Background: an optimization exercise with open tools, aiming at small area. Do not read the settings as production practice. Function was checked by simulation only, so behaviour that the tests miss may differ from the original. Power is estimated from default activity; no workload was simulated.

==> design/flow/design.v <==
module controller (
   input  logic [5:0] op,
   input  logic [5:0] func,
   output logic       regdst,
   output logic       link,
   output logic       alusrc,
   output logic       expand,
   output logic [4:0] code
);
   always_comb begin
      regdst = 1'b0;
      link   = 1'b0;
      alusrc = 1'b0;
      expand = 1'b0;
      code   = '0;
      case (op)
         6'h00: begin
            if (func == 6'h08) begin
               code[2] = 1'b1;
            end else begin
               regdst  = 1'b1;
               code[1] = 1'b1;
            end
         end
         6'h02: code[0] = 1'b1;
         6'h03: begin
            link      = 1'b1;
            code[1:0] = 2'b11;
         end
         6'h04, 6'h05: begin
            expand  = 1'b1;
            code[3] = 1'b1;
         end
         6'h08, 6'h09: begin
            alusrc  = 1'b1;
            expand  = 1'b1;
            code[1] = 1'b1;
         end
         6'h0C, 6'h0D: begin
            alusrc  = 1'b1;
            code[1] = 1'b1;
         end
         6'h20, 6'h21, 6'h23, 6'h24, 6'h25: begin
            alusrc    = 1'b1;
            expand    = 1'b1;
            code[4]   = 1'b1;
            code[2]   = !op[2];
            code[1:0] = {op[1] & op[0], !op[1] & op[0]};
         end
         6'h28, 6'h29, 6'h2B: begin
            alusrc    = 1'b1;
            expand    = 1'b1;
            code[4]   = 1'b1;
            code[3]   = 1'b1;
            code[1:0] = {op[1] & op[0], !op[1] & op[0]};
         end
         default: begin
         end
      endcase
   end
endmodule
module regfile_bypass (
   input  logic [4:0]    ra,
   input  logic          we,
   input  logic [4:0]    wa,
   input  logic [31:0]   wd,
   input  logic [1023:32] regs_flat,
   output logic [31:0]   rd
);
   logic        byp;
   logic [31:0] sel_lo, sel_hi;
   assign byp = we && (wa == ra) && (ra != '0);
   rf_sel_dec u_dec_lo (.ra (ra), .byp (byp), .sel (sel_lo));
   rf_sel_dec u_dec_hi (.ra (ra), .byp (byp), .sel (sel_hi));
   for (genvar b = 0; b < 32; b++) begin : g_bit
      logic [31:0] col;
      assign col[0] = wd[b];
      for (genvar i = 1; i < 32; i++) begin : g_col
         assign col[i] = regs_flat[32*i + b];
      end
      rf_read_bit u_bit (
         .sel (b < 16 ? sel_lo : sel_hi),
         .d   (col),
         .y   (rd[b])
      );
   end
endmodule
module rf_read_bit (
   input  logic [31:0] sel,
   input  logic [31:0] d,
   output logic        y
);
   logic [10:0] n;
   for (genvar k = 0; k < 10; k++) begin : g_aoi
      rf_aoi222 u_aoi (
         .a0 (sel[3*k]),   .b0 (d[3*k]),
         .a1 (sel[3*k+1]), .b1 (d[3*k+1]),
         .a2 (sel[3*k+2]), .b2 (d[3*k+2]),
         .y  (n[k])
      );
   end
   rf_aoi22 u_aoi_last (
      .a0 (sel[30]), .b0 (d[30]),
      .a1 (sel[31]), .b1 (d[31]),
      .y  (n[10])
   );
   assign y = !(&n);
endmodule
module rf_aoi222 (
   input  logic a0, b0, a1, b1, a2, b2,
   output logic y
);
   assign y = !((a0 && b0) || (a1 && b1) || (a2 && b2));
endmodule
module rf_aoi22 (
   input  logic a0, b0, a1, b1,
   output logic y
);
   assign y = !((a0 && b0) || (a1 && b1));
endmodule
module rf_sel_dec (
   input  logic [4:0]  ra,
   input  logic        byp,
   output logic [31:0] sel
);
   always_comb begin
      sel[0] = byp;
      for (int i = 1; i < 32; i++) begin
         sel[i] = (ra == 5'(i)) && !byp;
      end
   end
endmodule
module decode_stage_pipe (
   input  logic        clock,
   input  logic        reset,
   input  logic        id_valid,
   output logic        id_ready,
   input  logic [5:0]  op,
   input  logic [5:0]  func,
   input  logic [4:0]  rs,
   input  logic [4:0]  rt,
   input  logic [4:0]  rd,
   input  logic [15:0] imm,
   input  logic        wb_en,
   input  logic [4:0]  wb_addr,
   input  logic [31:0] wb_data,
   input  logic        flush,
   input  logic        ex_ready,
   output logic        ex_valid,
   output logic [31:0] ex_alu_data_1,
   output logic [31:0] ex_alu_data_2,
   output logic [31:0] ex_reg_data_2,
   output logic [31:0] ex_expand_imm,
   output logic [4:0]  ex_rw,
   output logic [10:0] ex_ctrl
);
   logic        regdst;
   logic        link;
   logic        alusrc;
   logic        expand;
   logic [4:0]  code;
   logic [31:0] rs_data;
   logic [31:0] rt_data;
   logic [4:0]  rw;
   logic        advance;
   logic        hz;
   logic        rw_nz;
   logic [31:0]    regs [1:31];
   logic [31:1]    rf_we_lo, rf_we_hi;
   logic [31:0]    rf_wd;
   logic [1023:32] regs_flat;
   rf_we_dec u_we_lo (.reset (reset), .we (wb_en), .wa (wb_addr), .wen (rf_we_lo));
   rf_we_dec u_we_hi (.reset (reset), .we (wb_en), .wa (wb_addr), .wen (rf_we_hi));
   always_comb begin
      for (int i = 1; i < 32; i++) begin
         regs_flat[32*i +: 32] = regs[i];
      end
   end
   assign rf_wd = reset ? wb_data : '0;
   always_ff @(posedge clock) begin
      for (int i = 1; i < 32; i++) begin
         if (rf_we_lo[i]) regs[i][15:0]  <= rf_wd[15:0];
         if (rf_we_hi[i]) regs[i][31:16] <= rf_wd[31:16];
      end
   end
   regfile_bypass u_rd1 (
      .ra        (rs),
      .we        (wb_en),
      .wa        (wb_addr),
      .wd        (wb_data),
      .regs_flat (regs_flat),
      .rd        (rs_data)
   );
   regfile_bypass u_rd2 (
      .ra        (rt),
      .we        (wb_en),
      .wa        (wb_addr),
      .wd        (wb_data),
      .regs_flat (regs_flat),
      .rd        (rt_data)
   );
   controller u_ctrl (
      .op     (op),
      .func   (func),
      .regdst (regdst),
      .link   (link),
      .alusrc (alusrc),
      .expand (expand),
      .code   (code)
   );
   logic        ex_valid_q;
   logic [31:0] ex_a1_q;
   logic [31:0] ex_rt_q;
   logic [15:0] ex_imm_q;
   logic        ex_sign_q;
   logic        ex_alusrc_q;
   logic [4:0]  ex_rw_q;
   logic [4:0]  ex_c_q;
   assign rw = regdst ? rd : (link ? 5'd31 : rt);
   assign rw_nz    = (ex_rw_q != '0);
   assign hz       = ex_valid_q && ex_c_q[4] && !ex_c_q[3] && rw_nz &&
                     ((ex_rw_q == rs) || (ex_rw_q == rt));
   assign advance  = !ex_valid_q || ex_ready;
   assign id_ready = reset && (flush || (advance && !hz));
   always_ff @(posedge clock) begin
      if (!reset || flush) begin
         ex_valid_q <= 1'b0;
      end else if (advance) begin
         ex_valid_q <= id_valid && !hz;
      end
   end
   always_ff @(posedge clock) begin
      if (advance) begin
         ex_a1_q     <= rs_data;
         ex_rt_q     <= rt_data;
         ex_imm_q    <= imm;
         ex_sign_q   <= expand && imm[15];
         ex_alusrc_q <= alusrc;
         ex_rw_q     <= rw;
         ex_c_q      <= code;
      end
   end
   logic [31:0] ext_imm;
   assign ext_imm = {{16{ex_sign_q}}, ex_imm_q};
   assign ex_valid      = ex_valid_q;
   assign ex_alu_data_1 = ex_a1_q;
   assign ex_alu_data_2 = ex_alusrc_q ? ext_imm : ex_rt_q;
   assign ex_reg_data_2 = ex_rt_q;
   assign ex_expand_imm = ext_imm;
   assign ex_rw         = ex_rw_q;
   logic v, m;
   assign v = ex_valid_q;
   assign m = ex_c_q[4];
   assign ex_ctrl[10] = v && rw_nz && (m ? !ex_c_q[3] : ex_c_q[1]);
   assign ex_ctrl[9]  = v && !m && ex_c_q[3];
   assign ex_ctrl[8]  = v && m && !ex_c_q[3];
   assign ex_ctrl[7]  = v && m && ex_c_q[3];
   assign ex_ctrl[6]  = v && m && !ex_c_q[3];
   assign ex_ctrl[5]  = v && !m && ex_c_q[2];
   assign ex_ctrl[4]  = v && m && ex_c_q[2];
   assign ex_ctrl[3]  = v && m && ex_c_q[1];
   assign ex_ctrl[2]  = v && m && ex_c_q[0];
   assign ex_ctrl[1]  = v && !m && ex_c_q[1] && ex_c_q[0];
   assign ex_ctrl[0]  = v && !m && ex_c_q[0];
endmodule
module rf_we_dec (
   input  logic        reset,
   input  logic        we,
   input  logic [4:0]  wa,
   output logic [31:1] wen
);
   always_comb begin
      for (int i = 1; i < 32; i++) begin
         wen[i] = !reset || (we && (wa == 5'(i)));
      end
   end
endmodule
==> design/flow/run.sh <==
#!/bin/bash
# synth_recipe.tcl (not shown) runs the flow's synth.tcl, then flattens the netlist and writes it again
# the make line also repeats each setting of config.mk as NAME=value (left out here)
make -C /OpenROAD-flow-scripts/flow DESIGN_CONFIG=/design/flow/config.mk WORK_HOME=/design/flow/orfs CLKGATE_MAP_FILE= SYNTH_SCRIPT=/design/flow/synth_recipe.tcl finish
==> design/flow/config.mk <==
export PLATFORM = sky130hd
export DESIGN_NAME = decode_stage_pipe
export DESIGN_NICKNAME = decode_stage_pipe
export VERILOG_FILES = /design/flow/design.v
export SDC_FILE = /design/flow/constraint.sdc
export NUM_CORES = 4
export LEC_CHECK = 0
export CAP_MARGIN = 20
export CORE_MARGIN = 2
export CORE_UTILIZATION = 55
export CTS_BUF_LIST = sky130_fd_sc_hd__clkbuf_8
export CTS_CLUSTER_DIAMETER = 80
export CTS_CLUSTER_SIZE = 16
export SLEW_MARGIN = 20
export SYNTH_HIERARCHICAL = 1
==> design/flow/constraint.sdc <==
create_clock -name core_clock -period 5.0 [get_ports {clock}]
set_input_delay 1.0000 -clock core_clock [delete_from_list [all_inputs] [get_ports {clock}]]
set_output_delay 1.0000 -clock core_clock [all_outputs]
set_load 0.01 [all_outputs]
==> results of run 1 <==
Yosys stat by module (local to each module, per instance), excerpt:
module / flip-flops and latches / cells inside / times used / area, um^2
rf_aoi222: 0 / 1 / 640 / 10.0
rf_aoi22: 0 / 1 / 64 / 12.5
decode_stage_pipe: 1085 / 1246 / 1 / 33600
regfile_bypass: 0 / 10 / 2 / 70.1
rf_sel_dec: 0 / 50 / 4 / 287
controller: 0 / 40 / 1 / 250
rf_we_dec: 0 / 50 / 2 / 292
cell usage in the layout, fill, tap and decap left out, types with 3 or more instances in the layout:
cell	netlist	routed
nor2_1	109	99
nand4b_1	10	10
buf_4	21	229
diode_2	0	10
nor3_4	0	10
nand3_1	67	67
a21o_1	3	3
o21ai_4	0	3
nand2b_1	26	25
o21ai_2	0	26
nor2b_1	4	4
o21ai_1	11	38
nand2_1	26	26
or4_1	4	4
nor3_2	4	18
xnor2_1	12	12
nor4_1	3	3
mux2_2	14	14
o21ai_0	76	20
edfxtp_1	1084	1084
a21oi_1	5	5
or2_2	4	4
or4b_4	14	14
a22oi_2	64	64
clkbuf_8	0	78
nand4bb_1	18	18
a222oi_1	640	640
nand4_1	131	131
inv_1	17	25
or3_1	65	65
and2_1	36	22
and3_1	5	5
xor2_1	6	6
nor2_2	0	10
clkdlybuf4s50_1	0	230
and2_2	0	14
flip-flops by register name, summed over array words and instances, names as in the netlist:
signal       flops
ex_a1_q         32
ex_valid_q       1
ex_c_q           5
ex_rw_q          5
ex_alusrc_q      1
ex_rt_q         32
ex_imm_q        16
ex_sign_q        1
regs           992
layer usage:
metal / GRT usage, % / share of wire [%] / wire [um]
met1: 46.8 / 32 / 52200
met2: 61.7 / 47 / 76100
met3: 8.79 / 14 / 22200
met4: 25.2 / 7.6 / 12400
met5: 0 / 0.016 / 26
layout make-up:
type	count	area, um^2
Clock buffer	78	1070
Fill cell	5761	29300
Inverter	18	67.6
Multi-Input combinational cell	1407	11800
Clock inverter	13	70.1
Tap cell	1060	1330
Antenna cell	10	25.0
Sequential cell	1085	32600
Timing Repair Buffer	461	4050
report_power, final:
group | internal, uW | switching (uW) | total [uW] | leakage [uW]
clock network | 1430 | 2730 | 4150 | 0.000618
logic | 781 | 1240 | 2020 | 0.00531
registers | 11000 | 497 | 11500 | 0.0106
total | 13200 | 4460 | 17600 | 0.0165
worst min-delay path by stage:
stage / start / end / depth (start not counted)
after floorplan: regs[25][0] / ex_a1_q[0] / 3
after global placement: regs[25][24] / ex_rt_q[24] / 3
after detailed placement: regs[25][24] / ex_rt_q[24] / 3
after CTS: reset / ex_valid_q / 3
after global routing: reset / ex_valid_q / 3
final: reset / ex_valid_q / 3
kinds of logic after synthesis:
logic type	share of synthesized area, %
AO/OA/AOI/OAI	17.5
XOR/XNOR	0.355
buffers and inverters	0.915
flip-flops	73.3
multiplexers	0.405
AND/OR/NAND/NOR	7.55
critical path, cell delays in order:
cell,delay [ns]
clkdlybuf4s50_1,0.53
nor4_1,0.82
o21ai_0,0.18
and4_2,0.41
or4_1,0.62
nor2_1,0.93
buf_4,0.37
a222oi_1,0.12
nand4_1,0.09
or3_1,0.12
stage by stage:
step / utilization [%] / instance area, um^2
global placement: 62.0 / 49800
detailed placement: 62.0 / 49800
CTS: 63.5 / 51000
global route: 63.5 / 51000
floorplan: - / 44400
finish: 63.5 / 51000
==> results.py, run 1 <==
metrics = {
    "synth": {
        "netlist-cell-type-count": 51,
        "synth_largest_area_cell": "edfxtp_1",
        "synth_fp_nets": 2652,
        "yosysMostFrequentCell": "edfxtp_1",
        "syn-instance-count": 2566,
        "syn_area_per_cell_um2": 17.3,
        "synth_edf_count": 1084,
        "synthArstFlopShare_pct": 0,
        "yosysSeqAreaShare_pct": 73.3,
        "synth_common_cells": "1084 x edfxtp_1, 640 x a222oi_1, 131 x nand4_1",
        "synth_top_area_share_pct": 73.2,
        "synth_ff_type": "edfxtp_1",
        "yosys-top-cells-area": "edfxtp_1 73%, a222oi_1 14%, nand4_1 1.8%, a22oi_2 1.8%, nor2_1 0.92%",
        "yosysWarningCount": 11,
        "synth_seq_cells": 1085,
        "synth.cell_area_um2": 44400,
    },
    "critical_path": {
        "r2r-end": "ex_valid_q",
        "critPathLaunch": "wb_addr[2]",
        "critPathMaxFanout": 18,
        "critPathRequiredTime_ns": 5.60,
        "worstPathArrival_ns": 5.21,
        "path_class": "primary input to flip-flop",
        "reg2reg_slack_ns": 2.57,
        "reg2reg_from": "ex_valid_q",
        "start_kind": "primary input",
        "rr_worst_depth": 6,
        "end_kind": "flip-flop",
        "crit_path_end": "ex_rt_q[12]",
    },
    "timing": {
        "setup_viol": 0,
        "fin_crit_ns": 4.62,
        "rsz0062_at_grt": "no",
        "max-slew-margin-rel_pct": 16.2,
        "setup_tns_ns": 0,
        "period_share_pct": 92.3,
        "setup_slack_ns": 0.384,
        "hold_viol": 0,
        "slew_violations": 0,
        "max_freq_mhz": 217,
        "tightestPinTransition_ns": 1.25,
        "whs_ns": 0.617,
        "finalClockSkew_ns": 0.0397,
    },
    "clocking": {
        "cts_tree": "done",
        "cts_hold_buf": 0,
        "cts_resized": 0,
        "clk_pin_slew_ns": 0.10,
        "h-tree-depth": 3,
        "cts_made_buffers": 77,
        "clockRootBuffer": "clkbuf_8",
        "post_cts_buffers": 0,
        "cts_sinks": 1085,
        "clk_latency_ns": 0.74,
        "cts_buffer_depth": 3,
    },
    "floorplan": {
        "core_area_um2": 80300,
        "dieArea_um2": 83100,
        "die_w_um": 288,
        "io_pins": 232,
        "start_util_pct": 55.4,
        "die_h_um": 288,
        "row_count": 104,
    },
    "pwr": {
        "peakVddDrop_uv": 304,
        "leakage_uw": 0.0165,
        "pwr_density_cell_nw_per_um2": 346,
        "total_power_uw": 17600,
    },
    "route": {
        "antenna_left": 0,
        "vias": 33000,
        "via_per_inst": 7.98,
        "firstDrtPassIters": 14,
        "postRouteWirelength_um": 163000,
        "drt_iter0_drc": 8748,
        "drc": 0,
        "wl_per_cell_um": 39.4,
    },
    "place": {
        "globalplace.congestion": 0.945,
        "io_buffers": 231,
        "place_hpwl_um": 101000,
        "placed_cells": 4030,
        "dp_slack_ns": 0.0195,
    },
    "hold_path": {
        "hp-class": "primary input to flip-flop",
    },
    "flow_run": {
        "drv_cap": 0,
    },
    "cells_and_area": {
        "drive_above_1_share_pct": 16.3,
        "areaGrowthSynthToFinish_pct": 14.8,
        "layout.nets": 3136,
        "fin_cells": 4132,
    },
    "grt": {
        "grt_max_degree": 50,
        "grt_pass1_vias": 32200,
        "grt_pass1_wl_um": 225000,
        "antenna_found_initial": 8,
        "track_usage_pct": 38.3,
        "grt-ovfl-total": 0,
    },
    "status": {
        "status": "complete, no violations",
    },
}
==> run 2, diff against run 1 <==
==> design/flow/flow/run.sh (new file) <==
#!/bin/bash
# Own flow: the standard layout (standard.sh) with two changes to how it is made:
#  - the port buffers that buffer_ports inserts are buf_1 cells;
#  - CTS does not add dummy loads.
# Each step's full output goes to ORFS's own logs under orfs/logs; make's output to make.log.
set -euo pipefail
cat >> config.mk <<'EOC'
export BUFFER_PORTS_ARGS = -buffer_cell sky130_fd_sc_hd__buf_1
export CTS_ARGS = -sink_clustering_enable -repair_clock_nets -dont_use_dummy_load -buf_list {sky130_fd_sc_hd__clkbuf_8} -sink_clustering_size 16 -sink_clustering_max_diameter 80
EOC
bash standard.sh > make.log 2>&1
==> design/flow/standard.sh (new file) <==
#!/bin/bash
# synth_recipe.tcl (not shown) runs the flow's synth.tcl, then flattens the netlist and writes it again
# the make line also repeats each setting of config.mk as NAME=value (left out here)
make -C /OpenROAD-flow-scripts/flow DESIGN_CONFIG=/design/flow/config.mk WORK_HOME=/design/flow/orfs CLKGATE_MAP_FILE= SYNTH_SCRIPT=/design/flow/synth_recipe.tcl "${@:-finish}"
--- a/design/flow/config.mk
+++ b/design/flow/config.mk
@@ -13,3 +13,5 @@
 export CTS_CLUSTER_SIZE = 16
 export SLEW_MARGIN = 20
 export SYNTH_HIERARCHICAL = 1
+export BUFFER_PORTS_ARGS = -buffer_cell sky130_fd_sc_hd__buf_1
+export CTS_ARGS = -sink_clustering_enable -repair_clock_nets -dont_use_dummy_load -buf_list {sky130_fd_sc_hd__clkbuf_8} -sink_clustering_size 16 -sink_clustering_max_diameter 80
removed: design/flow/run.sh
==> results.py, run 2 <==
metrics = {
    "status": {
        "status": "complete, no violations",
    },
    "critical_path": {
        "critPathLaunch": "wb_addr[1]",
        "end_kind": "flip-flop",
        "path_class": "primary input to flip-flop",
        "reg2reg_from": "ex_valid_q",
        "critPathMaxFanout": 17,
        "worstPathArrival_ns": 4.66,
        "critPathRequiredTime_ns": 5.48,
        "start_kind": "primary input",
    },
    "synth": {
        "yosysSeqAreaShare_pct": 73.3,
        "synth_common_cells": "1084 x edfxtp_1, 640 x a222oi_1, 131 x nand4_1",
        "syn-instance-count": 2566,
        "synth_largest_area_cell": "edfxtp_1",
        "yosysMostFrequentCell": "edfxtp_1",
        "synthArstFlopShare_pct": 0,
        "yosys-top-cells-area": "edfxtp_1 73%, a222oi_1 14%, nand4_1 1.8%, a22oi_2 1.8%, nor2_1 0.92%",
        "synth_top_area_share_pct": 73.2,
        "netlist-cell-type-count": 51,
        "synth_fp_nets": 2652,
        "synth_seq_cells": 1085,
        "synth.cell_area_um2": 44400,
        "synth_edf_count": 1084,
        "yosysWarningCount": 11,
        "synth_ff_type": "edfxtp_1",
        "syn_area_per_cell_um2": 17.3,
    },
    "floorplan": {
        "die_w_um": 288,
        "io_pins": 232,
        "row_count": 104,
        "core_area_um2": 80300,
        "dieArea_um2": 83100,
        "die_h_um": 288,
        "start_util_pct": 55.4,
    },
    "route": {
        "via_per_inst": 8.10,
        "firstDrtPassIters": 14,
        "postRouteWirelength_um": 169000,
        "antenna_left": 0,
        "vias": 33200,
        "drt_iter0_drc": 8366,
        "wl_per_cell_um": 41.2,
        "drc": 0,
    },
    "clocking": {
        "cts_resized": 0,
        "cts_hold_buf": 0,
        "post_cts_buffers": 0,
        "h-tree-depth": 3,
        "cts_buffer_depth": 3,
        "cts_made_buffers": 77,
        "cts_tree": "done",
        "clk_latency_ns": 0.74,
        "clk_pin_slew_ns": 0.10,
        "cts_sinks": 1085,
        "clockRootBuffer": "clkbuf_8",
    },
    "cells_and_area": {
        "layout.nets": 3120,
        "final_cell_mix": "1084 x edfxtp_1, 640 x a222oi_1, 228 x buf_1",
        "final_common_cell": "edfxtp_1",
        "nFillCells": 5908,
        "largest_register_ffs": 992,
        "reg_top3": "regs x992, ex_a1_q x32, ex_rt_q x32",
        "drive_above_1_share_pct": 16.4,
        "largest-register": "regs",
        "areaGrowthSynthToFinish_pct": 11.3,
    },
    "timing": {
        "setup_viol": 0,
        "tightestPinTransition_ns": 1.19,
        "max-slew-margin-rel_pct": 20.1,
        "setup_slack_ns": 0.817,
        "period_share_pct": 83.7,
        "max_freq_mhz": 239,
        "hold_viol": 0,
        "setup_tns_ns": 0,
        "finalClockSkew_ns": 0.0500,
        "slew_violations": 0,
        "rsz0062_at_grt": "no",
        "fin_crit_ns": 4.18,
    },
    "pwr": {
        "p_int_uw": 12800,
        "leakage_uw": 0.0158,
        "total_power_uw": 17400,
        "seqPwrFrac_pct": 66.2,
        "power.switching_uw": 4510,
        "comb_power_share_pct": 10.1,
        "switching_share_pct": 26.0,
        "peakVddDrop_uv": 276,
        "pwr-share-clk_pct": 23.7,
        "pwr_density_cell_nw_per_um2": 351,
    },
    "place": {
        "globalplace.congestion": 0.976,
        "io_buffers": 231,
        "place_hpwl_um": 107000,
        "dp_slack_ns": 0.253,
    },
    "grt": {
        "gr-max-usage-layer": "met2",
        "use_met1_pct": 48.5,
        "antenna_found_initial": 9,
        "grt_pass1_wl_um": 231000,
        "grt_max_degree": 62,
        "grt_pass1_vias": 31900,
        "grt-ovfl-total": 0,
        "track_usage_pct": 39.8,
        "gr-usage-met3_pct": 8.70,
        "met2_usage_pct": 63.2,
    },
    "flow_run": {
        "drv_cap": 0,
    },
    "hold_path": {
        "worstHoldStart": "imm[2]",
        "hp-class": "primary input to flip-flop",
    },
}
## run 2: cell count changes in the layout (fill, tap and decap cells not counted), moves of 3 or more
cell	change
nor2_2	+4
inv_1	-8
o21ai_2	+3
nor2_1	-6
buf_12	+3
clkdlybuf4s50_1	-230
buf_4	-19
and2_1	-8
o21ai_1	-4
buf_1	+228
diode_2	-5
and2_2	+8
## run 2: area by class of cell
class	count	area, um^2	area share (%)
clock buffers	77	1060	2.14
flip-flops and latches	1085	32600	65.9
inverters	18	67.6	0.137
repair buffers	445	2520	5.11
well taps	1060	1330	2.68
multi-input cells	1407	11900	24.0
diodes	5	12.5	0.0253
## run 2: path summary, 6_finish.rpt
kind | to | cells past startpoint | slack [ns]
setup / recovery | ex_a1_q[31] | 12 | 0.82
hold / removal | ex_imm_q[2] | 1 | 0.42
setup reg to reg | ex_valid_q | 5 | 2.65
hold reg to reg | ex_a1_q[11] | 3 | 0.68
## run 2: routing by layer
layer	vias to the layer above	wire (um)
met1	16400	54700
li1	13000	-
met5	-	20
met4	4	14600
met2	3086	77900
met3	614	21400
## run 2: worst max-delay path, cell delays in order
cell       delay [ns]
buf_1            0.24
buf_4            0.29
xor2_1           0.09
nor3_1           0.18
and4_2           0.56
buf_4            0.30
nand4bb_1        0.25
nor2_1           0.27
buf_4            0.26
a222oi_1         0.46
nand4_1          0.32
or3_1            0.44
## run 2: power groups by stage
stage / Combinational (uW) / Clock (uW) / Sequential (uW)
2_1_floorplan: 762 / 0 / 11500
3_3_place_gp: 1670 / 0 / 11600
3_5_place_dp: 1700 / 0 / 11700
4_1_cts: 1700 / 4130 / 11500
5_1_grt: 1800 / 4420 / 11600
6_report: 1750 / 4110 / 11500
## run 2: through the flow
| step | cell area (um^2) | instances | hold WS (ns) | utilization (%) |
|---|---|---|---|---|
| 2_1_floorplan | 44400 | 2566 | 0.620 | - |
| 3_3_place_gp | 48300 | 4014 | 0.654 | 60.2 |
| 3_5_place_dp | 48400 | 4015 | 0.649 | 60.2 |
| 4_1_cts | 49400 | 4092 | 0.379 | 61.5 |
| 5_1_grt | 49400 | 4093 | 0.406 | 61.6 |
| 6_report | 49500 | 4097 | 0.425 | 61.6 |
## run 2: per-module statistics from Yosys (local to each module, per instance), a selection
module,flops+latches,cell area [um^2],cells
rf_sel_dec,0,287,50
regfile_bypass,0,70.1,10
decode_stage_pipe,1085,33600,1246
rf_read_bit,0,23.8,4
rf_aoi22,0,12.5,1
controller,0,250,40
rf_aoi222,0,10.0,1
## run 2: logic make-up (layout without fill, tap and decap cells)
logic type                Yosys count  after routing  synth area share [%]
other                               0              5                     0
and+or+nand+nor                   565            565                  7.55
muxes                              16             16                 0.405
xor gates and xnor gates           18             18                 0.355
buffers and inverters              74            540                 0.915
AOI/OAI and AO/OA                 808            808                  17.5
DFF                              1085           1085                  73.3
==> run 3, diff against run 2 <==
==> design/flow/flow/run.sh (replaced) <==
#!/bin/bash
# Own flow: the standard layout (standard.sh) with these changes to how it is made:
#  - the port buffers that buffer_ports inserts are buf_1 cells;
#  - CTS does not add dummy loads;
#  - after global routing, cells off the critical paths are downsized (RECOVER_POWER).
# Each step's full output goes to ORFS's own logs under orfs/logs; make's output to make.log.
set -euo pipefail
cat >> config.mk <<'EOC'
export BUFFER_PORTS_ARGS = -buffer_cell sky130_fd_sc_hd__buf_1
export CTS_ARGS = -sink_clustering_enable -repair_clock_nets -dont_use_dummy_load -buf_list {sky130_fd_sc_hd__clkbuf_8} -sink_clustering_size 16 -sink_clustering_max_diameter 80
export RECOVER_POWER = 100
EOC
bash standard.sh > make.log 2>&1
--- a/design/flow/config.mk
+++ b/design/flow/config.mk
@@ -15,3 +15,4 @@
 export SYNTH_HIERARCHICAL = 1
 export BUFFER_PORTS_ARGS = -buffer_cell sky130_fd_sc_hd__buf_1
 export CTS_ARGS = -sink_clustering_enable -repair_clock_nets -dont_use_dummy_load -buf_list {sky130_fd_sc_hd__clkbuf_8} -sink_clustering_size 16 -sink_clustering_max_diameter 80
+export RECOVER_POWER = 100
==> results.py, run 3 <==
metrics = {
    "floorplan": {
        "die_h_um": 288,
        "dieArea_um2": 83100,
        "io_pins": 232,
        "die_w_um": 288,
        "core_area_um2": 80300,
        "start_util_pct": 55.4,
        "row_count": 104,
    },
    "cells_and_area": {
        "largest_register_ffs": 992,
        "final_common_cell": "edfxtp_1",
        "areaGrowthSynthToFinish_pct": 10.1,
        "regArea_um2": 32600,
        "multi_input_area_um2": 11700,
        "fin_cells": 4095,
        "drive_above_1_share_pct": 11.9,
        "final_cell_mix": "1084 x edfxtp_1, 640 x a222oi_1, 222 x buf_1",
        "nFillCells": 6030,
        "reg_top3": "regs x992, ex_a1_q x32, ex_rt_q x32",
        "largest-register": "regs",
        "post-route-util_pct": 61.0,
        "layout.nets": 3120,
    },
    "synth": {
        "synth_largest_area_cell": "edfxtp_1",
        "synth_common_cells": "1084 x edfxtp_1, 640 x a222oi_1, 131 x nand4_1",
        "synth_edf_count": 1084,
        "synth_seq_cells": 1085,
        "syn_area_per_cell_um2": 17.3,
        "netlist-cell-type-count": 51,
        "synthArstFlopShare_pct": 0,
        "yosysWarningCount": 11,
        "yosysMostFrequentCell": "edfxtp_1",
        "synth_top_area_share_pct": 73.2,
        "synth_ff_type": "edfxtp_1",
        "syn-instance-count": 2566,
        "yosys-top-cells-area": "edfxtp_1 73%, a222oi_1 14%, nand4_1 1.8%, a22oi_2 1.8%, nor2_1 0.92%",
        "yosysSeqAreaShare_pct": 73.3,
        "synth_fp_nets": 2652,
        "synth.cell_area_um2": 44400,
    },
    "critical_path": {
        "critPathMaxFanout": 17,
        "critPathRequiredTime_ns": 5.48,
        "worstPathArrival_ns": 5.08,
        "reg2reg_from": "ex_valid_q",
        "rr_worst_depth": 5,
        "start_kind": "primary input",
        "r2r-end": "ex_valid_q",
        "critPathLaunch": "wb_addr[0]",
        "path_class": "primary input to flip-flop",
        "end_kind": "flip-flop",
        "crit_path_end": "ex_a1_q[19]",
        "reg2reg_slack_ns": 1.83,
    },
    "grt": {
        "grt_pass1_wl_um": 231000,
        "met2_usage_pct": 63.2,
        "gr-usage-met3_pct": 8.70,
        "grt-ovfl-total": 0,
        "track_usage_pct": 39.8,
        "gr-max-usage-layer": "met2",
        "use_met1_pct": 48.5,
        "grt_max_degree": 62,
        "antenna_found_initial": 9,
        "grt_pass1_vias": 31900,
    },
    "timing": {
        "hold_viol": 0,
        "rsz0062_at_grt": "no",
        "fin_crit_ns": 4.60,
        "setup_tns_ns": 0,
        "tightestPinTransition_ns": 3.44,
        "period_share_pct": 92.1,
        "max_freq_mhz": 217,
        "setup_viol": 0,
        "slew_violations": 1478,
        "finalClockSkew_ns": 0.0499,
        "max-slew-margin-rel_pct": -132,
    },
    "clocking": {
        "cts_resized": 0,
        "h-tree-depth": 3,
        "cts_tree": "done",
        "clockRootBuffer": "clkbuf_8",
        "cts_made_buffers": 77,
        "post_cts_buffers": 0,
        "cts_sinks": 1085,
        "clk_latency_ns": 0.73,
        "clk_pin_slew_ns": 0.10,
        "cts_hold_buf": 0,
        "cts_buffer_depth": 3,
    },
    "route": {
        "firstDrtPassIters": 13,
        "drt_iter0_drc": 8403,
        "wl_per_cell_um": 41.3,
        "via_per_inst": 8.10,
        "drc": 0,
        "vias": 33200,
        "postRouteWirelength_um": 169000,
        "antenna_left": 0,
    },
    "status": {
        "status": "complete, but fails checks",
        "failed_checks": "max-capacitance violations, max-slew violations",
    },
    "hold_path": {
        "worstHoldStart": "imm[2]",
        "hp-class": "primary input to flip-flop",
    },
    "place": {
        "io_buffers": 231,
        "place_hpwl_um": 107000,
        "placed_cells": 4015,
        "globalplace.congestion": 0.976,
    },
    "pwr": {
        "total_power_uw": 17300,
        "peakVddDrop_uv": 273,
        "leakage_uw": 0.0154,
        "pwr_density_cell_nw_per_um2": 354,
    },
    "flow_run": {
        "drv_cap": 57,
    },
}
-- run 3: cell counts after synthesis --
Identical to the previous run, type by type.
-- run 3: how the worst min path moves through the flow --
stage	end	slack, ns	cells after the start
after global routing	ex_imm_q[2]	0.41	1
after detailed placement	ex_rt_q[26]	0.65	3
final	ex_imm_q[2]	0.42	1
after CTS	ex_imm_q[10]	0.38	1
after global placement	ex_rt_q[24]	0.65	3
after floorplan	ex_a1_q[0]	0.62	3
-- run 3: report_power, final --
group	total (uW)	switching (uW)	internal [uW]	leakage, uW
sequential	11500	531	11000	0.0106
combinational	1700	1250	452	0.00429
clock	4110	2730	1390	0.000554
-- run 3: per-module statistics from Yosys (local to each module, per instance) --
module	copies in the design	flops+latches
rf_aoi22	64	0
controller	1	0
decode_stage_pipe	1	1085
rf_we_dec	2	0
rf_read_bit	64	0
rf_aoi222	640	0
rf_sel_dec	4	0
regfile_bypass	2	0
-- run 3: logic make-up after synthesis --
logic type / count (synthesis) / share of synthesized area [%]
flops: 1085 / 73.3
xor+xnor: 18 / 0.355
simple gates: 565 / 7.55
mux: 16 / 0.405
compound gates: 808 / 17.5
buf+inv: 74 / 0.915
-- run 3: routing by layer --
metal | vias to the layer above | part of all wire (%)
li1 | 13100 | -
met1 | 16400 | 33
met2 | 3055 | 46
met3 | 618 | 12
met4 | 4 | 8.7
met5 | - | 0.012
-- run 3: area by class of cell --
class	count	area share, %
antenna	3	0.0153
multi-input combinational	1407	23.9
clock buffer	77	2.17
tap	1060	2.71
sequential	1085	66.6
timing repair buffer	445	4.56
inverter	18	0.138
-- run 3: worst max-delay path: stages --
cell       delay (ns)
clkbuf_1         0.31
clkbuf_1         0.64
xnor2_1          0.18
and4_2           0.53
nand4bb_1        0.28
nor3_2           0.05
clkbuf_2         0.41
a222oi_1         0.63
nand4_1          0.53
or3_1            0.51
-- run 3: stage by stage --
stage	instance area [um^2]	worst slack, ns	hold slack (ns)
2_1_floorplan	44400	0.175	0.620
3_3_place_gp	48300	0.241	0.654
3_5_place_dp	48400	0.253	0.649
4_1_cts	49400	1.04	0.379
5_1_grt	48900	0.406	0.406
6_report	48900	0.396	0.421
==> run 4, diff against run 3 <==
--- a/design/flow/design.v
+++ b/design/flow/design.v
@@ -60,24 +60,27 @@
    end
 endmodule
 module regfile_bypass (
-   input  logic [4:0]    ra,
-   input  logic          we,
-   input  logic [4:0]    wa,
-   input  logic [31:0]   wd,
+   input  logic [4:0]     ra,
+   input  logic           adv,
+   input  logic           we,
+   input  logic [4:0]     wa,
+   input  logic [31:0]    wd,
+   input  logic [31:0]    q,
    input  logic [1023:32] regs_flat,
-   output logic [31:0]   rd
+   output logic [31:0]    rd
 );
    logic        byp;
-   logic [31:0] sel_lo, sel_hi;
+   logic [32:0] sel_lo, sel_hi;
    assign byp = we && (wa == ra) && (ra != '0);
-   rf_sel_dec u_dec_lo (.ra (ra), .byp (byp), .sel (sel_lo));
-   rf_sel_dec u_dec_hi (.ra (ra), .byp (byp), .sel (sel_hi));
+   rf_sel_dec u_dec_lo (.ra (ra), .adv (adv), .byp (byp), .sel (sel_lo));
+   rf_sel_dec u_dec_hi (.ra (ra), .adv (adv), .byp (byp), .sel (sel_hi));
    for (genvar b = 0; b < 32; b++) begin : g_bit
-      logic [31:0] col;
-      assign col[0] = wd[b];
+      logic [32:0] col;
+      assign col[0]  = wd[b];
       for (genvar i = 1; i < 32; i++) begin : g_col
          assign col[i] = regs_flat[32*i + b];
       end
+      assign col[32] = q[b];
       rf_read_bit u_bit (
          .sel (b < 16 ? sel_lo : sel_hi),
          .d   (col),
@@ -86,12 +89,12 @@
    end
 endmodule
 module rf_read_bit (
-   input  logic [31:0] sel,
-   input  logic [31:0] d,
+   input  logic [32:0] sel,
+   input  logic [32:0] d,
    output logic        y
 );
    logic [10:0] n;
-   for (genvar k = 0; k < 10; k++) begin : g_aoi
+   for (genvar k = 0; k < 11; k++) begin : g_aoi
       rf_aoi222 u_aoi (
          .a0 (sel[3*k]),   .b0 (d[3*k]),
          .a1 (sel[3*k+1]), .b1 (d[3*k+1]),
@@ -99,11 +102,6 @@
          .y  (n[k])
       );
    end
-   rf_aoi22 u_aoi_last (
-      .a0 (sel[30]), .b0 (d[30]),
-      .a1 (sel[31]), .b1 (d[31]),
-      .y  (n[10])
-   );
    assign y = !(&n);
 endmodule
 module rf_aoi222 (
@@ -112,22 +110,18 @@
 );
    assign y = !((a0 && b0) || (a1 && b1) || (a2 && b2));
 endmodule
-module rf_aoi22 (
-   input  logic a0, b0, a1, b1,
-   output logic y
-);
-   assign y = !((a0 && b0) || (a1 && b1));
-endmodule
 module rf_sel_dec (
    input  logic [4:0]  ra,
+   input  logic        adv,
    input  logic        byp,
-   output logic [31:0] sel
-);
-   always_comb begin
-      sel[0] = byp;
-      for (int i = 1; i < 32; i++) begin
-         sel[i] = (ra == 5'(i)) && !byp;
-      end
+   output logic [32:0] sel
+);
+   always_comb begin
+      sel[0] = adv && byp;
+      for (int i = 1; i < 32; i++) begin
+         sel[i] = adv && (ra == 5'(i)) && !byp;
+      end
+      sel[32] = !adv;
    end
 endmodule
 module decode_stage_pipe (
@@ -165,6 +159,14 @@
    logic        advance;
    logic        hz;
    logic        rw_nz;
+   logic        ex_valid_q;
+   logic [31:0] ex_a1_q;
+   logic [31:0] ex_rt_q;
+   logic [15:0] ex_imm_q;
+   logic        ex_sign_q;
+   logic        ex_alusrc_q;
+   logic [4:0]  ex_rw_q;
+   logic [4:0]  ex_c_q;
    logic [31:0]    regs [1:31];
    logic [31:1]    rf_we_lo, rf_we_hi;
    logic [31:0]    rf_wd;
@@ -185,17 +187,21 @@
    end
    regfile_bypass u_rd1 (
       .ra        (rs),
+      .adv       (advance),
       .we        (wb_en),
       .wa        (wb_addr),
       .wd        (wb_data),
+      .q         (ex_a1_q),
       .regs_flat (regs_flat),
       .rd        (rs_data)
    );
    regfile_bypass u_rd2 (
       .ra        (rt),
+      .adv       (advance),
       .we        (wb_en),
       .wa        (wb_addr),
       .wd        (wb_data),
+      .q         (ex_rt_q),
       .regs_flat (regs_flat),
       .rd        (rt_data)
    );
@@ -208,14 +214,6 @@
       .expand (expand),
       .code   (code)
    );
-   logic        ex_valid_q;
-   logic [31:0] ex_a1_q;
-   logic [31:0] ex_rt_q;
-   logic [15:0] ex_imm_q;
-   logic        ex_sign_q;
-   logic        ex_alusrc_q;
-   logic [4:0]  ex_rw_q;
-   logic [4:0]  ex_c_q;
    assign rw = regdst ? rd : (link ? 5'd31 : rt);
    assign rw_nz    = (ex_rw_q != '0);
    assign hz       = ex_valid_q && ex_c_q[4] && !ex_c_q[3] && rw_nz &&
@@ -230,9 +228,11 @@
       end
    end
    always_ff @(posedge clock) begin
+      ex_a1_q <= rs_data;
+      ex_rt_q <= rt_data;
+   end
+   always_ff @(posedge clock) begin
       if (advance) begin
-         ex_a1_q     <= rs_data;
-         ex_rt_q     <= rt_data;
          ex_imm_q    <= imm;
          ex_sign_q   <= expand && imm[15];
          ex_alusrc_q <= alusrc;
==> design/flow/flow/run.sh (replaced) <==
#!/bin/bash
# Own flow: the standard layout (standard.sh) with two changes to how it is made:
#  - the port buffers that buffer_ports inserts are buf_1 cells;
#  - CTS does not add dummy loads.
# Each step's full output goes to ORFS's own logs under orfs/logs; make's output to make.log.
set -euo pipefail
cat >> config.mk <<'EOC'
export BUFFER_PORTS_ARGS = -buffer_cell sky130_fd_sc_hd__buf_1
export CTS_ARGS = -sink_clustering_enable -repair_clock_nets -dont_use_dummy_load -buf_list {sky130_fd_sc_hd__clkbuf_8} -sink_clustering_size 16 -sink_clustering_max_diameter 80
EOC
bash standard.sh > make.log 2>&1
--- a/design/flow/config.mk
+++ b/design/flow/config.mk
@@ -15,4 +15,3 @@
 export SYNTH_HIERARCHICAL = 1
 export BUFFER_PORTS_ARGS = -buffer_cell sky130_fd_sc_hd__buf_1
 export CTS_ARGS = -sink_clustering_enable -repair_clock_nets -dont_use_dummy_load -buf_list {sky130_fd_sc_hd__clkbuf_8} -sink_clustering_size 16 -sink_clustering_max_diameter 80
-export RECOVER_POWER = 100
==> results.py, run 4 <==
metrics = {
    "synth": {
        "synth_common_cells": "1020 x edfxtp_1, 704 x a222oi_1, 131 x nand4_1",
        "yosysMostFrequentCell": "edfxtp_1",
        "synthArstFlopShare_pct": 0,
        "synth_ff_type": "edfxtp_1",
        "synth_largest_area_cell": "edfxtp_1",
        "yosysSeqAreaShare_pct": 72.9,
        "netlist-cell-type-count": 49,
        "synth_seq_cells": 1085,
        "synth_fp_nets": 2660,
        "yosysWarningCount": 11,
        "synth_edf_count": 1020,
        "syn_area_per_cell_um2": 17.0,
        "syn-instance-count": 2574,
        "synth_top_area_share_pct": 69.9,
        "yosys-top-cells-area": "edfxtp_1 70%, a222oi_1 16%, dfxtp_1 3.0%, nand4_1 1.9%, or3_1 0.93%",
        "synth.cell_area_um2": 43800,
    },
    "clocking": {
        "cts_hold_buf": 0,
        "cts_buffer_depth": 3,
        "clockRootBuffer": "clkbuf_8",
        "clk_pin_slew_ns": 0.11,
        "h-tree-depth": 3,
        "cts_made_buffers": 78,
        "cts_sinks": 1085,
        "cts_resized": 0,
        "cts_tree": "done",
        "post_cts_buffers": 0,
        "clk_latency_ns": 0.75,
    },
    "floorplan": {
        "dieArea_um2": 81900,
        "start_util_pct": 55.5,
        "core_area_um2": 78900,
        "io_pins": 232,
        "die_w_um": 286,
        "row_count": 103,
        "die_h_um": 286,
    },
    "grt": {
        "grt_max_degree": 62,
        "antenna_found_initial": 6,
        "track_usage_pct": 38.3,
        "grt-ovfl-total": 0,
        "grt_pass1_vias": 31300,
        "grt_pass1_wl_um": 224000,
    },
    "place": {
        "globalplace.congestion": 0.975,
        "io_buffers": 231,
        "place_area_um2": 47900,
        "place_hpwl_um": 105000,
    },
    "critical_path": {
        "path_class": "primary input to flip-flop",
        "start_kind": "primary input",
        "rr_worst_depth": 8,
        "end_kind": "flip-flop",
        "r2r-end": "ex_rt_q[0]",
        "reg2reg_from": "ex_valid_q",
        "critPathLaunch": "wb_addr[3]",
        "reg2reg_slack_ns": 1.48,
        "critPathRequiredTime_ns": 5.60,
        "worstPathArrival_ns": 4.53,
        "critPathMaxFanout": 16,
    },
    "cells_and_area": {
        "post-route-util_pct": 62.2,
        "multi_input_area_um2": 12200,
        "largest-register": "regs",
        "regArea_um2": 31900,
        "final_cell_mix": "1020 x edfxtp_1, 704 x a222oi_1, 226 x buf_1",
        "drive_above_1_share_pct": 15.8,
        "areaGrowthSynthToFinish_pct": 12.0,
        "final_common_cell": "edfxtp_1",
        "fin_area_um2": 49000,
        "largest_register_ffs": 992,
        "nFillCells": 5855,
        "reg_top3": "regs x992, ex_a1_q x32, ex_rt_q x32",
        "layout.nets": 3105,
    },
    "pwr": {
        "pwr-share-clk_pct": 23.8,
        "p_int_uw": 12800,
        "comb_power_share_pct": 10.2,
        "seqPwrFrac_pct": 66.0,
        "power.switching_uw": 4550,
        "total_power_uw": 17300,
        "pwr_density_cell_nw_per_um2": 353,
        "peakVddDrop_uv": 274,
        "switching_share_pct": 26.3,
        "leakage_uw": 0.0157,
    },
    "timing": {
        "setup_tns_ns": 0,
        "hold_viol": 0,
        "slew_violations": 0,
        "period_share_pct": 78.7,
        "tightestPinTransition_ns": 1.31,
        "max-slew-margin-rel_pct": 12.4,
        "max_freq_mhz": 254,
        "fin_crit_ns": 3.93,
        "rsz0062_at_grt": "no",
        "setup_viol": 0,
        "finalClockSkew_ns": 0.0643,
    },
    "flow_run": {
        "drv_cap": 0,
    },
    "hold_path": {
        "worstHoldStart": "imm[0]",
        "hp-class": "primary input to flip-flop",
        "whs_endpoint": "ex_imm_q[0]",
        "holdPathStages": 1,
    },
    "route": {
        "antenna_left": 0,
        "firstDrtPassIters": 12,
        "postRouteWirelength_um": 161000,
        "via_per_inst": 8.13,
        "vias": 33100,
        "wl_per_cell_um": 39.6,
        "drt_iter0_drc": 8321,
        "drc": 0,
    },
    "status": {
        "status": "complete, no violations",
    },
}
==> run 4: cell types whose count changed after synthesis, moves of 28 or more <==
cell / before / now
a22oi_2: 64 / 0
a222oi_1: 640 / 704
dfxtp_1: 1 / 65
nor3_2: 4 / 40
nor2_1: 109 / 13
nor3_1: 26 / 58
edfxtp_1: 1084 / 1020
nor4_1: 3 / 31
==> run 4: worst max-delay path, stage by stage <==
cell and delay, ns:
buf_1 0.32, xor2_1 0.12, nor3_1 0.19, and4_1 0.38, nand3b_1 0.34, buf_4 0.36, nor4_2 0.06, buf_4 0.25
a222oi_1 0.48, nand4_1 0.50, or3_1 0.49
==> run 4: final cells by class <==
type,instances,share of cell area [%]
Timing Repair Buffer,441,5.03
Clock buffer,78,2.19
Multi-Input combinational cell,1391,24.8
Tap cell,1050,2.68
Inverter,22,0.168
Antenna cell,4,0.0204
Sequential cell,1085,65.1
==> run 4: cell families after synthesis <==
group | share of synthesized area [%]
xor gates and xnor gates | 0.360
buffers and inverters | 1.11
AOI/OAI and AO/OA | 17.4
and+or+nand+nor | 7.85
muxes | 0.411
DFF | 72.9
==> run 4: layer usage <==
metal	part of all wire, %	up-vias	track usage, %
li1	-	13100	-
met1	33	16400	48.3
met3	13	541	8.16
met5	0.10	-	1.22
met2	46	2999	60.9
met4	7.5	6	23.6
==> run 4: power by group through the flow <==
stage                     Combinational [uW]  Clock (uW)  Sequential (uW)
after floorplan                          791           0            11400
after global placement                  1690           0            11600
after detailed placement                1720           0            11600
after CTS                               1720        4160            11400
after global routing                    1830        4460            11500
final                                   1760        4120            11400
==> run 4: how the worst max path moves through the flow <==
stage | slack (ns) | depth (start not counted) | to
after floorplan | 0.69 | 7 | ex_a1_q[0]
after CTS | 1.19 | 10 | ex_rt_q[3]
after global placement | 0.44 | 10 | ex_a1_q[22]
final | 1.07 | 11 | ex_rt_q[0]
after detailed placement | 0.44 | 10 | ex_rt_q[3]
after global routing | 1.00 | 10 | ex_rt_q[28]
==> run 4: per-stage QoR <==
step	hold WS [ns]	cells	worst slack [ns]
2_1_floorplan	0.544	2574	0.686
5_1_grt	0.374	4068	1.00
4_1_cts	0.384	4065	1.19
3_3_place_gp	0.561	3986	0.438
6_report	0.415	4071	1.07
3_5_place_dp	0.572	3987	0.443
==> run 4: Yosys stat by module (local to each module, per instance) <==
module / flops+latches / cells inside / area, um^2 / copies in the design
rf_sel_dec: 0 / 52 / 328 / 4
controller: 0 / 40 / 250 / 1
rf_aoi222: 0 / 1 / 10.0 / 704
regfile_bypass: 0 / 10 / 70.1 / 2
rf_we_dec: 0 / 50 / 292 / 2
decode_stage_pipe: 1085 / 1246 / 33000 / 1
rf_read_bit: 0 / 4 / 23.8 / 64
==> run 5, diff against run 4 <==
--- a/design/flow/design.v
+++ b/design/flow/design.v
@@ -168,21 +168,19 @@
    logic [4:0]  ex_rw_q;
    logic [4:0]  ex_c_q;
    logic [31:0]    regs [1:31];
-   logic [31:1]    rf_we_lo, rf_we_hi;
+   logic [31:1]    rf_we;
    logic [31:0]    rf_wd;
    logic [1023:32] regs_flat;
-   rf_we_dec u_we_lo (.reset (reset), .we (wb_en), .wa (wb_addr), .wen (rf_we_lo));
-   rf_we_dec u_we_hi (.reset (reset), .we (wb_en), .wa (wb_addr), .wen (rf_we_hi));
    always_comb begin
       for (int i = 1; i < 32; i++) begin
+         rf_we[i] = !reset || (wb_en && (wb_addr == 5'(i)));
          regs_flat[32*i +: 32] = regs[i];
       end
    end
    assign rf_wd = reset ? wb_data : '0;
    always_ff @(posedge clock) begin
       for (int i = 1; i < 32; i++) begin
-         if (rf_we_lo[i]) regs[i][15:0]  <= rf_wd[15:0];
-         if (rf_we_hi[i]) regs[i][31:16] <= rf_wd[31:16];
+         if (rf_we[i]) regs[i] <= rf_wd;
       end
    end
    regfile_bypass u_rd1 (
@@ -263,15 +261,3 @@
    assign ex_ctrl[1]  = v && !m && ex_c_q[1] && ex_c_q[0];
    assign ex_ctrl[0]  = v && !m && ex_c_q[0];
 endmodule
-module rf_we_dec (
-   input  logic        reset,
-   input  logic        we,
-   input  logic [4:0]  wa,
-   output logic [31:1] wen
-);
-   always_comb begin
-      for (int i = 1; i < 32; i++) begin
-         wen[i] = !reset || (we && (wa == 5'(i)));
-      end
-   end
-endmodule
==> results.py, run 5 <==
metrics = {
    "status": {
        "status": "complete, no violations",
    },
    "grt": {
        "track_usage_pct": 39.1,
        "grt-ovfl-total": 0,
        "grt_pass1_vias": 31600,
        "antenna_found_initial": 16,
        "grt_pass1_wl_um": 227000,
        "grt_max_degree": 49,
    },
    "critical_path": {
        "slowest_delay_ns": 0.54,
        "critPathRequiredTime_ns": 5.56,
        "path_cells": "clkbuf_2 -> xor2_1 -> nor3_1 -> and4_1 -> nand3b_1 -> buf_4 -> nor4_2 -> buf_4 -> a222oi_1 -> nand4_1 -> or3_1",
        "worstPathArrival_ns": 4.58,
        "start_kind": "primary input",
        "critPathMaxFanout": 16,
        "crit_path_top_delay_cell": "nand4_1",
        "path_class": "primary input to flip-flop",
        "crit_top_cell": "buf_4",
        "end_kind": "flip-flop",
    },
    "synth": {
        "synth_top_area_share_pct": 70.5,
        "yosys-top-cells-area": "edfxtp_1 70%, a222oi_1 16%, dfxtp_1 3.0%, nand4_1 1.9%, or3_1 0.94%",
        "synth_mux_area_share_pct": 0.414,
        "yosysSeqAreaShare_pct": 73.4,
        "synth_edf_count": 1020,
        "synth-xor-area-share_pct": 0.363,
        "syn_area_per_cell_um2": 17.2,
        "synth.cell_area_um2": 43500,
        "synthAdderAreaFrac_pct": 0,
        "synth_compound_area_share_pct": 17.1,
        "syn-instance-count": 2525,
        "synth_common_cells": "1020 x edfxtp_1, 704 x a222oi_1, 130 x nand4_1",
        "yosysMostFrequentCell": "edfxtp_1",
        "synth-simple-area-share_pct": 7.53,
        "synth_top_family_by_area": "compound AO/OA/AOI/OAI gates",
        "synth_ff_type": "edfxtp_1",
        "synth_largest_area_cell": "edfxtp_1",
        "synth_fp_nets": 2611,
        "synthArstFlopShare_pct": 0,
        "netlist-cell-type-count": 47,
        "synth_seq_cells": 1085,
        "yosysWarningCount": 10,
    },
    "timing": {
        "max-slew-margin-rel_pct": 18.0,
        "finalClockSkew_ns": 0.0841,
        "setup_tns_ns": 0,
        "slew_violations": 0,
        "rsz0062_at_grt": "no",
        "hold_viol": 0,
        "max_freq_mhz": 249,
        "setup_viol": 0,
        "fin_crit_ns": 4.02,
        "period_share_pct": 80.4,
        "tightestPinTransition_ns": 1.23,
    },
    "pwr": {
        "pwr_density_cell_nw_per_um2": 355,
        "switching_share_pct": 26.3,
        "peakVddDrop_uv": 233,
        "power.switching_uw": 4550,
        "seqPwrFrac_pct": 66.1,
        "p_int_uw": 12800,
        "pwr-share-clk_pct": 23.7,
        "leakage_uw": 0.0155,
        "comb_power_share_pct": 10.1,
    },
    "floorplan": {
        "start_util_pct": 55.3,
        "row_count": 103,
        "io_pins": 232,
        "dieArea_um2": 81300,
        "die_h_um": 285,
        "die_w_um": 285,
        "core_area_um2": 78600,
    },
    "route": {
        "firstDrtPassIters": 14,
        "wl_per_cell_um": 40.7,
        "drt_iter0_drc": 8397,
        "via_per_inst": 8.24,
        "drc": 0,
        "postRouteWirelength_um": 163000,
        "antenna_left": 0,
        "vias": 33000,
    },
    "clocking": {
        "cts_resized": 0,
        "h-tree-depth": 3,
        "clockRootBuffer": "clkbuf_8",
        "clk_latency_ns": 0.74,
        "cts_buffer_depth": 3,
        "cts_hold_buf": 0,
        "clk_pin_slew_ns": 0.10,
        "cts_sinks": 1085,
        "post_cts_buffers": 0,
        "cts_tree": "done",
        "cts_made_buffers": 78,
    },
    "cells_and_area": {
        "layout.nets": 3028,
        "drive_above_1_share_pct": 15.9,
        "areaGrowthSynthToFinish_pct": 12.1,
        "final_cell_mix": "1020 x edfxtp_1, 704 x a222oi_1, 227 x buf_1",
        "reg_top3": "regs x992, ex_a1_q x32, ex_rt_q x32",
        "post-route-util_pct": 62.0,
        "largest-register": "regs",
        "final_common_cell": "edfxtp_1",
        "largest_register_ffs": 992,
    },
    "place": {
        "place_hpwl_um": 102000,
        "globalplace.congestion": 1.05,
        "io_buffers": 231,
    },
    "flow_run": {
        "drv_cap": 0,
    },
    "hold_path": {
        "hp-class": "primary input to flip-flop",
    },
}
[run 5: cell count changes in the layout (fill, tap and decap cells not counted), sizes merged, moves of 3 or more]
cell,previous run,this run
or2,10,7
nor2b,4,7
nand4b,6,0
buf,436,407
nand4bb,6,0
o21ai,87,56
nand2b,26,20
nand3,67,71
diode,4,13
[run 5: worst max-delay path, delay by kind of cell]
family | cells | cell delay (ns)
AOI/OAI and AO/OA | 1 | 0.44
xor gates and xnor gates | 1 | 0.24
buffers and inverters | 3 | 0.88
and+or+nand+nor | 6 | 1.98
[run 5: path summary, 6_finish.rpt]
kind	startpoint	to	slack, ns	cells after the start
worst max-delay path	rt[1]	ex_rt_q[11]	0.98	11
worst min-delay path	imm[7]	ex_imm_q[7]	0.41	1
worst max register to register	ex_valid_q	ex_a1_q[4]	1.26	8
worst min register to register	regs[25][31]	ex_rt_q[31]	0.60	3
[run 5: metal layers]
metal  vias to the layer above  GRT usage [%]  share of wire, %
li1                      12900              -                 -
met1                     16200           48.9                32
met2                      3224           62.5                47
met3                       602           8.74                14
met4                        10           24.2               7.3
met5                         -              0             0.036
[run 5: per-module statistics from Yosys (local to each module, per instance)]
module	cells	flip-flops and latches	copies in the design
decode_stage_pipe	1297	1085	1
rf_sel_dec	52	0	4
controller	40	0	1
regfile_bypass	10	0	2
rf_read_bit	4	0	64
rf_aoi222	1	0	704
[run 5: cell families after synthesis]
group,count (synthesis)
AOI/OAI and AO/OA,777
buffers and inverters,96
and+or+nand+nor,533
muxes,16
xor gates and xnor gates,18
DFF,1085
[run 5: metrics by stage]
step | worst slack (ns) | total power [uW] | hold slack, ns | area, um^2 | instances
5_1_grt | 1.01 | 17800 | 0.397 | 48700 | 3994
2_1_floorplan | 0.686 | 12200 | 0.544 | 43500 | 2525
3_3_place_gp | 0.366 | 13200 | 0.565 | 47600 | 3912
4_1_cts | 1.12 | 17200 | 0.384 | 48700 | 3990
3_5_place_dp | 0.389 | 13300 | 0.576 | 47600 | 3912
6_report | 0.980 | 17300 | 0.414 | 48700 | 4003
[run 5: layout make-up]
cell class | count | area [um^2]
antenna | 13 | 32.5
clock buffer | 78 | 1070
fill | 5791 | 29900
inverter | 22 | 82.6
multi-input combinational | 1344 | 12000
sequential | 1085 | 31900
tap | 1050 | 1310
timing repair buffer | 411 | 2300
[run 5: power groups by stage]
stage               Sequential [uW]  Clock [uW]  Combinational, uW
finish                        11400        4110               1750
global route                  11500        4450               1810
CTS                           11400        4140               1700
detailed placement            11600           0               1700
global placement              11600           0               1670
floorplan                     11500           0                777
==> run 6, diff against run 5 <==
--- a/design/flow/design.v
+++ b/design/flow/design.v
@@ -70,10 +70,9 @@
    output logic [31:0]    rd
 );
    logic        byp;
-   logic [32:0] sel_lo, sel_hi;
+   logic [32:0] sel;
    assign byp = we && (wa == ra) && (ra != '0);
-   rf_sel_dec u_dec_lo (.ra (ra), .adv (adv), .byp (byp), .sel (sel_lo));
-   rf_sel_dec u_dec_hi (.ra (ra), .adv (adv), .byp (byp), .sel (sel_hi));
+   rf_sel_dec u_dec (.ra (ra), .adv (adv), .byp (byp), .sel (sel));
    for (genvar b = 0; b < 32; b++) begin : g_bit
       logic [32:0] col;
       assign col[0]  = wd[b];
@@ -82,7 +81,7 @@
       end
       assign col[32] = q[b];
       rf_read_bit u_bit (
-         .sel (b < 16 ? sel_lo : sel_hi),
+         .sel (sel),
          .d   (col),
          .y   (rd[b])
       );
==> results.py, run 6 <==
metrics = {
    "route": {
        "drc": 0,
        "firstDrtPassIters": 11,
        "via_per_inst": 8.30,
        "antenna_left": 0,
        "wl_per_cell_um": 41.5,
        "postRouteWirelength_um": 160000,
        "drt_iter0_drc": 9089,
        "vias": 32000,
    },
    "synth": {
        "synth_seq_cells": 1085,
        "synth_ff_type": "edfxtp_1",
        "synth-xor-area-share_pct": 0.368,
        "yosysSeqAreaShare_pct": 74.6,
        "synthArstFlopShare_pct": 0,
        "syn-instance-count": 2421,
        "synth.cell_area_um2": 42800,
        "synthAdderAreaFrac_pct": 0,
        "synth_common_cells": "1020 x edfxtp_1, 704 x a222oi_1, 130 x nand4_1",
        "syn_area_per_cell_um2": 17.7,
        "synth_compound_area_share_pct": 17.4,
        "yosysMostFrequentCell": "edfxtp_1",
        "netlist-cell-type-count": 47,
        "yosysWarningCount": 10,
        "synth_mux_area_share_pct": 0.421,
        "synth_fp_nets": 2507,
        "synth-simple-area-share_pct": 6.36,
        "synth_top_family_by_area": "compound AO/OA/AOI/OAI gates",
        "synth_largest_area_cell": "edfxtp_1",
        "yosys-top-cells-area": "edfxtp_1 72%, a222oi_1 16%, dfxtp_1 3.0%, nand4_1 1.9%, or3_1 0.95%",
        "synth_top_area_share_pct": 71.5,
        "synth_edf_count": 1020,
    },
    "critical_path": {
        "start_kind": "primary input",
        "critPathRequiredTime_ns": 5.66,
        "critPathMaxFanout": 20,
        "worstPathArrival_ns": 4.67,
        "end_kind": "flip-flop",
        "path_class": "primary input to flip-flop",
    },
    "timing": {
        "max-slew-margin-rel_pct": 15.2,
        "max_freq_mhz": 250,
        "tightestPinTransition_ns": 1.27,
        "period_share_pct": 80.1,
        "finalClockSkew_ns": 0.0427,
        "fin_crit_ns": 4.01,
        "whs_ns": 0.450,
        "hold_viol": 0,
        "rsz0062_at_grt": "no",
        "slew_violations": 0,
        "setup_viol": 0,
        "setup_tns_ns": 0,
    },
    "grt": {
        "antenna_found_initial": 3,
        "track_usage_pct": 38.7,
        "grt_max_degree": 51,
        "grt_pass1_wl_um": 221000,
        "grt-ovfl-total": 0,
        "grt_pass1_vias": 30400,
    },
    "status": {
        "status": "complete, no violations",
    },
    "cells_and_area": {
        "final_cell_mix": "1020 x edfxtp_1, 704 x a222oi_1, 230 x buf_1",
        "largest-register": "regs",
        "layout.nets": 2897,
        "final_common_cell": "edfxtp_1",
        "areaGrowthSynthToFinish_pct": 11.3,
        "fin_cells": 3859,
        "post-route-util_pct": 61.7,
        "drive_above_1_share_pct": 12.4,
        "largest_register_ffs": 992,
        "reg_top3": "regs x992, ex_a1_q x32, ex_rt_q x32",
    },
    "clocking": {
        "cts_tree": "done",
        "clockRootBuffer": "clkbuf_8",
        "clk_pin_slew_ns": 0.10,
        "cts_sinks": 1085,
        "clk_latency_ns": 0.71,
        "cts_made_buffers": 78,
        "cts_hold_buf": 0,
        "cts_resized": 0,
        "h-tree-depth": 3,
        "post_cts_buffers": 0,
        "cts_buffer_depth": 3,
    },
    "place": {
        "place_hpwl_um": 93200,
        "placed_cells": 3771,
        "io_buffers": 231,
        "globalplace.congestion": 1.01,
    },
    "floorplan": {
        "start_util_pct": 55.5,
        "core_area_um2": 77200,
        "die_h_um": 283,
        "die_w_um": 283,
        "dieArea_um2": 80100,
        "io_pins": 232,
        "row_count": 102,
    },
    "pwr": {
        "leakage_uw": 0.0151,
        "total_power_uw": 17200,
        "peakVddDrop_uv": 264,
        "pwr_density_cell_nw_per_um2": 362,
    },
    "hold_path": {
        "hp-class": "primary input to flip-flop",
    },
    "flow_run": {
        "drv_cap": 0,
    },
}
-- run 6: cell count changes after synthesis, moves of 4 or more --
| cell | previous run | this run |
|---|---|---|
| nor3_2 | 40 | 20 |
| buf_2 | 14 | 8 |
| nor4_1 | 31 | 17 |
| clkbuf_1 | 38 | 26 |
| nand2b_1 | 20 | 12 |
| nor3_1 | 58 | 30 |
| nand2_1 | 26 | 22 |
-- run 6: kinds of logic (layout without fill, tap and decap cells) --
| kind of cell | count (synthesis) | after routing |
|---|---|---|
| buffers and inverters | 74 | 462 |
| multiplexers | 16 | 16 |
| XOR/XNOR | 18 | 18 |
| flip-flops | 1085 | 1085 |
| other | 0 | 10 |
| AO/OA/AOI/OAI | 777 | 777 |
| AND/OR/NAND/NOR | 451 | 451 |
-- run 6: final cells by class --
| class | count | area (um^2) |
|---|---|---|
| Multi-Input combinational cell | 1262 | 11400 |
| Fill cell | 5740 | 29600 |
| Tap cell | 1040 | 1300 |
| Sequential cell | 1085 | 31900 |
| Clock buffer | 78 | 1070 |
| Timing Repair Buffer | 364 | 1880 |
| Inverter | 20 | 75.1 |
| Antenna cell | 10 | 25.0 |
-- run 6: Yosys stat by module, one instance, submodules excluded --
module / cells / flip-flops and latches / copies in the design / cell area (um^2)
decode_stage_pipe: 1297 / 1085 / 1 / 33200
rf_sel_dec: 52 / 0 / 2 / 328
controller: 40 / 0 / 1 / 250
regfile_bypass: 10 / 0 / 2 / 70.1
rf_read_bit: 4 / 0 / 64 / 23.8
rf_aoi222: 1 / 0 / 704 / 10.0
-- run 6: worst max-delay path, stage by stage --
cell      delay [ns]
buf_1           0.19
nor4_1          0.28
o21ai_0         0.12
and4_1          0.21
or3b_1          0.55
buf_4           0.28
nor3_4          0.81
buf_4           0.50
a222oi_1        0.16
nand4_1         0.37
or3_1           0.18
-- run 6: power breakdown --
part | switching [uW] | internal, uW | total [uW] | leakage [uW]
logic | 1200 | 461 | 1660 | 0.00410
clock network | 2710 | 1400 | 4110 | 0.000561
registers | 602 | 10900 | 11500 | 0.0104
-- run 6: path summary, 6_finish.rpt --
check	end	slack [ns]	cells after the start	startpoint
setup / recovery	ex_rt_q[10]	0.99	11	wb_addr[2]
setup reg to reg	ex_rt_q[10]	1.52	8	ex_valid_q
hold reg to reg	ex_a1_q[2]	0.60	3	regs[10][2]
hold / removal	ex_imm_q[7]	0.45	1	imm[7]
-- run 6: layer usage --
| metal | part of all wire, % | wire length [um] | vias up | global-route usage [%] |
|---|---|---|---|---|
| li1 | - | - | 12500 | - |
| met1 | 34 | 54300 | 15900 | 50.9 |
| met2 | 44 | 71200 | 3213 | 58.1 |
| met3 | 14 | 23100 | 502 | 9.63 |
| met4 | 7.3 | 11700 | 0 | 24.8 |
| met5 | 0 | 0 | - | 0 |
-- run 6: metrics by stage --
stage | cell area, um^2 | setup slack (ns)
global route | 47600 | 0.970
global placement | 46500 | 0.432
finish | 47700 | 0.993
CTS | 47600 | 1.18
floorplan | 42900 | 0.106
detailed placement | 46500 | 0.458

## separate check: timing with driven ports
The flow's constraints put no driver on any port. The routed layouts listed below were extracted and timed again, unchanged, in two steps.
Step 1 sets driving cells, clkbuf_16 on the clock port and buf_2 on the other inputs (assumed; they add their load-dependent delay and slew).
Step 2, shift: input delay + t, output delay - t, t = (earliest + latest rising clock arrival at the registers) / 2. This alone moves slack from input paths to output paths.
Slacks: ideal / step 1 / step 2; pairs: ideal / step 1.
run	t (ns)	slack for setup (ns)	hold slack, ns	worst register clock-pin slew, ns	cell pins on the clock port's net
run 1	0.784	0.384 / 0.424 / -0.359	0.617 / 0.576 / 0.677	0.12 / 0.12	1
run 2	0.780	0.817 / 0.840 / 0.059	0.425 / 0.382 / 0.679	0.11 / 0.11	1
run 3	0.782	0.396 / 0.441 / -0.341	0.421 / 0.375 / 0.676	0.11 / 0.11	1
run 4	0.778	1.066 / 1.049 / 0.271	0.415 / 0.370 / 0.586	0.12 / 0.12	1
run 5	0.765	0.980 / 0.968 / 0.203	0.414 / 0.384 / 0.599	0.11 / 0.11	1
run 6	0.774	0.993 / 1.041 / 0.266	0.450 / 0.400 / 0.597	0.11 / 0.11	1
For run 4, which loses most, drivers alone change the setup slack by -0.017 ns; drivers and shift together by -0.795 ns.
